Background: an optimization exercise with open tools, aiming at small area and a short achievable clock period. Do not read the settings as production practice. Function was checked by simulation only, so behaviour that the tests miss may differ from the original.

==> flow/design.v <==
`default_nettype none
package ex_pkg;
  typedef struct packed {
    logic [5:0]         opcode;
    logic [4:0]         ra;
    logic [4:0]         rb;
    logic signed [15:0] disp;    
  } ex_mem_fmt_t;
  typedef struct packed {
    logic [5:0]         opcode;  
    logic [4:0]         ra;
    logic signed [20:0] disp;    
  } ex_br_fmt_t;
  typedef struct packed {
    logic [5:0]         opcode;
    logic [4:0]         ra;
    logic [7:0]         lit;     
    logic               lit_flag;
    logic [6:0]         func;
    logic [4:0]         rc;
  } ex_opr_fmt_t;
  typedef union packed {
    logic [32-1:0] raw;
    ex_mem_fmt_t         mem;
    ex_br_fmt_t          br;
    ex_opr_fmt_t         opr;
  } ex_ir_t;
endpackage
`default_nettype wire
`timescale 1ns/1ps
`default_nettype none
module operand_select (
  input  wire logic [64-1:0] npc,         
  input  wire ex_pkg::ex_ir_t        ir,
  input  wire logic [64-1:0] rega,
  input  wire logic [64-1:0] regb,
  input  wire logic [2-1:0]  opa_select,
  input  wire logic [2-1:0]  opb_select,
  output logic      [64-1:0] opa,
  output logic      [64-1:0] opb
);
  logic [64-1:0] mem_disp;
  logic [64-1:0] br_disp;
  logic [64-1:0] alu_imm;
  assign mem_disp = {{(64-16){ir.mem.disp[15]}}, ir.mem.disp};
  assign br_disp  = {{(64-23){ir.br.disp[20]}}, ir.br.disp, 2'b00};   
  assign alu_imm  = {{(64-8){1'b0}}, ir.opr.lit};
  always_comb
  begin
    case (opa_select)
      2'd0:     opa = rega;
      2'd1: opa = mem_disp;
      2'd2:      opa = npc;
      2'd3:     opa = ~64'h3;   
    endcase
  end
  always_comb
  begin
    case (opb_select)
      2'd0:    opb = regb;
      2'd1: opb = alu_imm;
      2'd2: opb = br_disp;
      default:            opb = 64'hbaadbeefdeadbeef;   
    endcase
  end
endmodule
`default_nettype wire
`timescale 1ns/1ps
`default_nettype none
module alu (
  input  wire logic [64-1:0] opa,
  input  wire logic [64-1:0] opb,
  input  wire logic [64-1:0] rega,    
  input  wire logic [5-1:0] func,
  input  wire ex_pkg::ex_ir_t        ir,
  output logic      [64-1:0] result,
  output logic                       brcond
);
  logic [5:0] shamt;
  logic       lt_u;
  logic       lt_s;
  logic       eq;
  logic       cond_raw;
  assign shamt = opb[5:0];                    
  assign lt_u  = (opa < opb);
  assign lt_s  = ($signed(opa) < $signed(opb));
  assign eq    = (opa == opb);
  always_comb
  begin
    case (func)
      5'd0:   result = opa + opb;
      5'd1:   result = opa - opb;
      5'd2:    result = opa & opb;
      5'd3:    result = opa & ~opb;
      5'd4:    result = opa | opb;
      5'd5:  result = opa | ~opb;
      5'd6:    result = opa ^ opb;
      5'd7:    result = ~(opa ^ opb);
      5'd8:    result = opa >> shamt;
      5'd9:    result = opa << shamt;
      5'd10:    result = $signed(opa) >>> shamt;   
      5'd11: result = {{(64-1){1'b0}}, lt_u};
      5'd12:  result = {{(64-1){1'b0}}, eq};
      5'd13:  result = {{(64-1){1'b0}}, lt_s};
      5'd14:  result = {{(64-1){1'b0}}, lt_s | eq};
      default:        result = 64'hbaadbeefdeadbeef;   
    endcase
  end
  always_comb
  begin
    case (ir.br.opcode[1:0])
      2'd0: cond_raw = ~rega[0];                        
      2'd1: cond_raw = (rega == '0);                    
      2'd2: cond_raw = rega[64-1];              
      2'd3: cond_raw = rega[64-1] | (rega == '0);   
    endcase
  end
  assign brcond = cond_raw ^ ir.br.opcode[2];
endmodule
`default_nettype wire
`timescale 1ns/1ps
`default_nettype none
module pipe_mult #(
  parameter int MULT_STAGES = 8   
) (
  input  wire logic                     clock,
  input  wire logic                     reset,
  input  wire logic [64-1:0]    mplier,
  input  wire logic [64-1:0]    mcand,
  input  wire logic                     valid,
  input  wire logic [6-1:0] dest,
  input  wire logic [64-1:0]    npc,
  output logic      [64-1:0]    product,
  output logic                          valid_out,
  output logic      [6-1:0] dest_out,
  output logic      [64-1:0]    npc_out
);
  localparam int SLICE_W = 64 / MULT_STAGES;   
  logic [64-1:0]    psum_q   [0:MULT_STAGES-1];
  logic [64-1:0]    mcand_q  [0:MULT_STAGES-1];
  logic [64-1:0]    mplier_q [0:MULT_STAGES-1];
  logic                     valid_q  [0:MULT_STAGES-1];
  logic [6-1:0] dest_q   [0:MULT_STAGES-1];
  logic [64-1:0]    npc_q    [0:MULT_STAGES-1];
  always_ff @(posedge clock)
  begin
    psum_q[0]   <= mcand * mplier[SLICE_W-1:0];   
    mcand_q[0]  <= mcand << SLICE_W;
    mplier_q[0] <= mplier >> SLICE_W;
    dest_q[0]   <= dest;
    npc_q[0]    <= npc;
    for (int i = 1; i < MULT_STAGES; i++)
    begin
      psum_q[i]   <= psum_q[i-1] + mcand_q[i-1] * mplier_q[i-1][SLICE_W-1:0];
      mcand_q[i]  <= mcand_q[i-1] << SLICE_W;     
      mplier_q[i] <= mplier_q[i-1] >> SLICE_W;
      dest_q[i]   <= dest_q[i-1];
      npc_q[i]    <= npc_q[i-1];
    end
  end
  always_ff @(posedge clock)
  begin
    if (reset)
    begin
      for (int i = 0; i < MULT_STAGES; i++)
      begin
        valid_q[i] <= 1'b0;
      end
    end
    else
    begin
      valid_q[0] <= valid;
      for (int i = 1; i < MULT_STAGES; i++)
      begin
        valid_q[i] <= valid_q[i-1];
      end
    end
  end
  assign product   = psum_q[MULT_STAGES-1];
  assign valid_out = valid_q[MULT_STAGES-1];
  assign dest_out  = dest_q[MULT_STAGES-1];
  assign npc_out   = npc_q[MULT_STAGES-1];
endmodule
`default_nettype wire
`timescale 1ns/1ps
`default_nettype none
module ex_stage (
  input  wire logic                     clock,
  input  wire logic                     reset,
  input  wire logic [64-1:0]    alu_npc,
  input  wire ex_pkg::ex_ir_t           alu_ir,
  input  wire logic [64-1:0]    alu_rega,
  input  wire logic [64-1:0]    alu_regb,
  input  wire logic [6-1:0] alu_dest,
  input  wire logic [2-1:0]     alu_opa_select,
  input  wire logic [2-1:0]     alu_opb_select,
  input  wire logic [5-1:0]    alu_func,
  input  wire logic                     rd_mem,
  input  wire logic                     wr_mem,
  input  wire logic                     cond_branch,
  input  wire logic                     uncond_branch,
  input  wire logic                     alu_valid,
  input  wire logic [64-1:0]    mul_npc,
  input  wire ex_pkg::ex_ir_t           mul_ir,
  input  wire logic [64-1:0]    mul_rega,
  input  wire logic [64-1:0]    mul_regb,
  input  wire logic [6-1:0] mul_dest,
  input  wire logic [2-1:0]     mul_opa_select,
  input  wire logic [2-1:0]     mul_opb_select,
  input  wire logic                     mul_valid,
  output logic      [64-1:0]    alu_npc_out,
  output logic      [64-1:0]    alu_result_out,
  output logic      [64-1:0]    take_branch_target,
  output logic                          take_branch,
  output logic                          rd_mem_out,
  output logic                          wr_mem_out,
  output logic                          alu_valid_out,
  output logic      [6-1:0] alu_dest_out,
  output logic      [64-1:0]    mul_npc_out,
  output logic      [64-1:0]    mul_product,
  output logic                          mul_valid_out,
  output logic      [6-1:0] mul_dest_out
);
  logic [64-1:0] int_opa, int_opb;
  logic [64-1:0] int_result;
  logic                  int_brcond;
  logic [64-1:0] mul_opa, mul_opb;
  operand_select int_ops (.npc(alu_npc), .ir(alu_ir), .rega(alu_rega), .regb(alu_regb),
                          .opa_select(alu_opa_select), .opb_select(alu_opb_select),
                          .opa(int_opa), .opb(int_opb));
  alu int_alu (.opa(int_opa), .opb(int_opb), .rega(alu_rega), .func(alu_func), .ir(alu_ir),
               .result(int_result), .brcond(int_brcond));
  assign alu_valid_out      = alu_valid;
  assign alu_npc_out        = alu_npc;
  assign alu_result_out     = !alu_valid    ? '0 :
                              uncond_branch ? alu_npc :      
                                              int_result;
  assign take_branch_target = alu_valid ? int_result : '0;   
  assign take_branch        = alu_valid & (uncond_branch | (cond_branch & int_brcond));
  assign rd_mem_out         = alu_valid & rd_mem;
  assign wr_mem_out         = alu_valid & wr_mem;
  assign alu_dest_out       = (rd_mem | wr_mem) ? 6'd31 : alu_dest;   
  operand_select mul_ops (.npc(mul_npc), .ir(mul_ir), .rega(mul_rega), .regb(mul_regb),
                          .opa_select(mul_opa_select), .opb_select(mul_opb_select),
                          .opa(mul_opa), .opb(mul_opb));
  pipe_mult #(.MULT_STAGES(8)) mult (
    .clock(clock), .reset(reset), .mplier(mul_opa), .mcand(mul_opb),
    .valid(mul_valid), .dest(mul_dest), .npc(mul_npc),
    .product(mul_product), .valid_out(mul_valid_out),
    .dest_out(mul_dest_out), .npc_out(mul_npc_out));
endmodule
`default_nettype wire
==> flow/run.sh <==
#!/bin/bash
# synth_recipe.tcl (not shown) runs the flow's synth.tcl, then flattens the netlist and writes it again
# the make line also repeats each setting of config.mk as NAME=value (left out here)
make -C /OpenROAD-flow-scripts/flow DESIGN_CONFIG=/design/flow/config.mk WORK_HOME=/design/flow/orfs CLKGATE_MAP_FILE= SYNTH_SCRIPT=/design/flow/synth_recipe.tcl finish
==> flow/config.mk <==
export PLATFORM = sky130hd
export DESIGN_NAME = ex_stage
export DESIGN_NICKNAME = ex_stage
export VERILOG_FILES = /design/flow/design.v
export SDC_FILE = /design/flow/constraint.sdc
export NUM_CORES = 4
export LEC_CHECK = 0
export ABC_CLOCK_PERIOD_IN_PS = 6000
export CAP_MARGIN = 20
export CORE_MARGIN = 2
export CORE_UTILIZATION = 40
export SETUP_SLACK_MARGIN = 0.4
export SLEW_MARGIN = 20
==> flow/constraint.sdc <==
create_clock -name core_clock -period 10.0 [get_ports {clock}]
set_input_delay 2.0000 -clock core_clock [delete_from_list [all_inputs] [get_ports {clock}]]
set_output_delay 2.0000 -clock core_clock [all_outputs]
set_load 0.01 [all_outputs]
==> run summary <==
- Status: timing/DRC/antenna clean
- CTS tree: done
- CTS H-tree depth: 4
- Post-synth EDFFs: 0
- Clock Pin Slew Worst Setup and Hold Paths: 0.06 ns
- WL final: 445 mm
- Via density: 5.36
- Synth warn: 9
- Crit-path max FO: 4
- All-Layer GR Usage: 27.7%
- IO Count: 818
- MaxCap Viol Count: 0
- DRC Markers: 0
- Hold path cells: 0
- Setup crit end kind: output port
- Die ar.: 0.314 mm^2
- Total nets after synthesis: 16,479
- Pin count of the biggest net entering global routing: 132
- Layout area overhead: 19.7%
- Nets@finish: ~18,000
- Final setup vio count: 0
- Critical-path top delay cell: clkdlybuf4s50_1
- CP peak stage delay: 0.47 ns
- Initial core utilization: about two fifths
- Dpl cells: around 19,000
- Mapped Area: 0.124 mm^2
- WL/cell: 23.0 um
- FP Rows: 204
- Crit path top cell by count: buf_4
- Peak Freq: a little over 100 MHz
- Synth async-reset ratio: 0%
- Hold/Removal Path Class: flip-flop to flip-flop
- Final hold vios: 0
- Fillers: just under 30,000
- Slew margin rel.: a little over a fifth
- Final HPWL DP: 359 mm
- Core Region: 0.309 mm^2
- Library cells used by synthesis: 92
- FF-to-FF End: mult.psum_q[1][63]
- R2r startpoint: mult.mcand_q[0][12]
- Clock root cell: clkbuf_16
- GPL Wtd Cong: 1.07
- Clk buf depth: 4
- Worst Hold End: mult.psum_q[2][13]
- Total grt overflow: 0
- Vias in the first global route: 103,684
- Fin crit period: 9.68 ns
- Predominant post-synthesis flop cell: dfxtp_1
- Critical Path AT: ~7.7 ns
- WP data required: 8.00 ns
- Post-synthesis instance total: 13,845
- Tcrit/Tclk final: 96.8%
- # port buffers: 798
- Die height: 561 um
- Antenna Nets Post-Route: 0
- Crit path buf inv count: 8
- Register area share after synthesis: 24.7%
- Initial antenna violation count: 31
- Hold Path Origin: mult.psum_q[1][13]
- Drt initial violations: 8,937
- Clk Latency, worst-skew pair: 0.87 ns
- Flops & latches, synth: 1,528
- Final Max Tran Viols: 0
- Hold WS: 0.276 ns
- TritonCTS buffer count: 169
- Final core occ: slightly below 50%
- Finished Layout Cells: between 15,000 and 20,000
- Worst Skew: 0.0825 ns
- Flop2flop setup slack: ~0.94 ns
- Syn_area_per_cell: 8.96 um^2
- Slew of the pin with the lowest slew margin: 1.16 ns
- Reg2Reg Depth: 34
- Delay-heaviest family, CP: compound AO/OA/AOI/OAI gates
- Share of layout cells above drive strength 1: ~10%
- Vias: roughly 100k
- Die width: roughly 560 um
- Unrepaired setup endpoints after global routing: yes
- First-pass GRT wire length: 662 mm
- First-pass DRT Iterations: 9
- CTS Sinks: 1,528
- Crit Path Class: input pin to output port
- Startpoint Class: input pin
## through the flow
| stage | setup WS (ns) | cell area [um^2] | TNS (ns) |
|---|---|---|---|
| global placement | -0.768 | 142000 | -9.19 |
| finish | 0.325 | 148000 | 0 |
| global route | 0.275 | 148000 | 0 |
| CTS | 0.245 | 148000 | 0 |
| floorplan | 0.474 | 124000 | 0 |
| detailed placement | -0.759 | 142000 | -9.55 |
## metal layers
layer	part of all wire, %	global-route usage [%]	vias to the layer above	routed length [um]
met5	0.017	0	-	76
met1	42	36.1	50929	187000
li1	-	-	47929	-
met3	7.5	4.83	840	33200
met4	6.1	14.4	12	27100
met2	44	43.9	3913	197000
## cells by family after synthesis
kind of cell | Yosys count | share of synthesized area [%]
and+or+nand+nor | 4182 | 16.1
AOI/OAI and AO/OA | 2871 | 14.8
buffers and inverters | 2165 | 6.79
adders and majority gates | 2153 | 30.5
DFF | 1528 | 24.7
xor gates and xnor gates | 613 | 4.33
muxes | 333 | 2.81
## synthesized netlist by cell type, types with 21 or more instances
master / count / area [um^2]
a2111oi_0: 22 / 193
a211oi_1: 139 / 1040
a21o_1: 296 / 2220
a21oi_1: 898 / 4490
a221o_1: 35 / 350
a221oi_1: 51 / 447
a31oi_1: 67 / 419
and2_1: 1026 / 6420
and3_1: 58 / 363
buf_1: 76 / 285
buf_2: 33 / 165
buf_4: 68 / 510
clkbuf_1: 509 / 1910
dfxtp_1: 1528 / 30600
fa_1: 1449 / 29000
ha_1: 704 / 8810
inv_1: 1459 / 5480
mux2_1: 25 / 282
mux2_2: 85 / 957
mux2i_1: 222 / 2220
nand2_1: 1497 / 5620
nand2b_1: 117 / 732
nand3_1: 144 / 721
nand4_1: 56 / 350
nor2_1: 904 / 3390
nor2b_1: 111 / 694
nor3_1: 116 / 581
nor4_1: 44 / 275
o211a_1: 21 / 210
o211ai_1: 77 / 578
o21a_1: 78 / 586
o21ai_0: 434 / 2170
o21ai_1: 121 / 606
o21bai_1: 132 / 991
o221ai_1: 65 / 569
o22a_1: 72 / 631
o22ai_1: 115 / 719
o31ai_1: 36 / 270
or2_2: 24 / 150
or3_1: 31 / 194
xnor2_1: 453 / 3970
xor2_1: 160 / 1400
## sequential cells by signal, indices dropped and copies added (netlist names)
register / cells
mult.mplier_q: 224
mult.valid_q: 8
mult.psum_q: 512
mult.dest_q: 48
mult.npc_q: 512
mult.mcand_q: 224
## worst max path at each step
| stage | from | to | slack, ns | cells past startpoint |
|---|---|---|---|---|
| 6_report | alu_ir[9] | alu_result_out[54] | 0.32 | 25 |
| 5_1_grt | alu_rega[0] | alu_result_out[54] | 0.28 | 26 |
| 4_1_cts | alu_opb_select[0] | alu_result_out[48] | 0.24 | 28 |
| 3_5_place_dp | alu_opb_select[0] | alu_result_out[51] | -0.76 | 25 |
| 3_3_place_gp | alu_opb_select[0] | alu_result_out[62] | -0.77 | 23 |
| 2_1_floorplan | alu_opb_select[0] | alu_result_out[62] | 0.47 | 24 |
## area by class of cell
| type | count | area [um^2] | share of cell area [%] |
|---|---|---|---|
| diodes | 18 | 45.0 | 0.0303 |
| inverters | 1479 | 5560 | 3.75 |
| multi-input cells | 10152 | 86000 | 57.9 |
| well taps | 4120 | 5150 | 3.47 |
| flip-flops and latches | 1528 | 30600 | 20.6 |
| clock buffers | 215 | 4590 | 3.09 |
| repair buffers | 1739 | 15500 | 10.4 |
| clock inverters | 76 | 1010 | 0.680 |
## cells in the final DEF (no fill, tap or decap), types with 142 or more instances in the layout
master           count
dfxtp_1           1510
nand2_1           1488
inv_1             1457
fa_1              1447
and2_1            1023
buf_4              904
nor2_1             893
a21oi_1            879
clkdlybuf4s50_1    753
ha_1               698
xnor2_1            453
o21ai_0            431
a21o_1             293
mux2i_1            218
clkbuf_16          169
xor2_1             160
nand3_1            142
## timing repair
action | in CTS | in global routing
setup buffers | 11 | 12
endpoints found under the hold margin | 0 | 0
gates resized for setup | 124 | 114
endpoints found under the setup margin | 73 | 79
hold buffers | 0 | 0
pin swaps | 22 | 36

==> static timing again, ports no longer ideal <==
Ports are ideal in the flow. The routed layout listed here was re-timed in OpenROAD. Step 1, drivers: a clkbuf_16 drives clock and a buf_2 each remaining input, both assumed. Step 2 also shifts input and output timing later by t, the mid clock arrival at the registers, as if the neighbouring blocks saw the same clock. Slacks: ideal ports / drivers / drivers and shift; pairs: ideal ports / drivers.
t, ns: 0.927
slack for setup (ns): 0.325 / 0.286 / 0.112
worst slew at a driven data input, ns: 0.29
pins driven straight from the clock port: 1
After both steps this run still meets setup and hold. For this run, drivers alone change the setup slack by -0.039 ns; drivers and shift together by -0.213 ns.
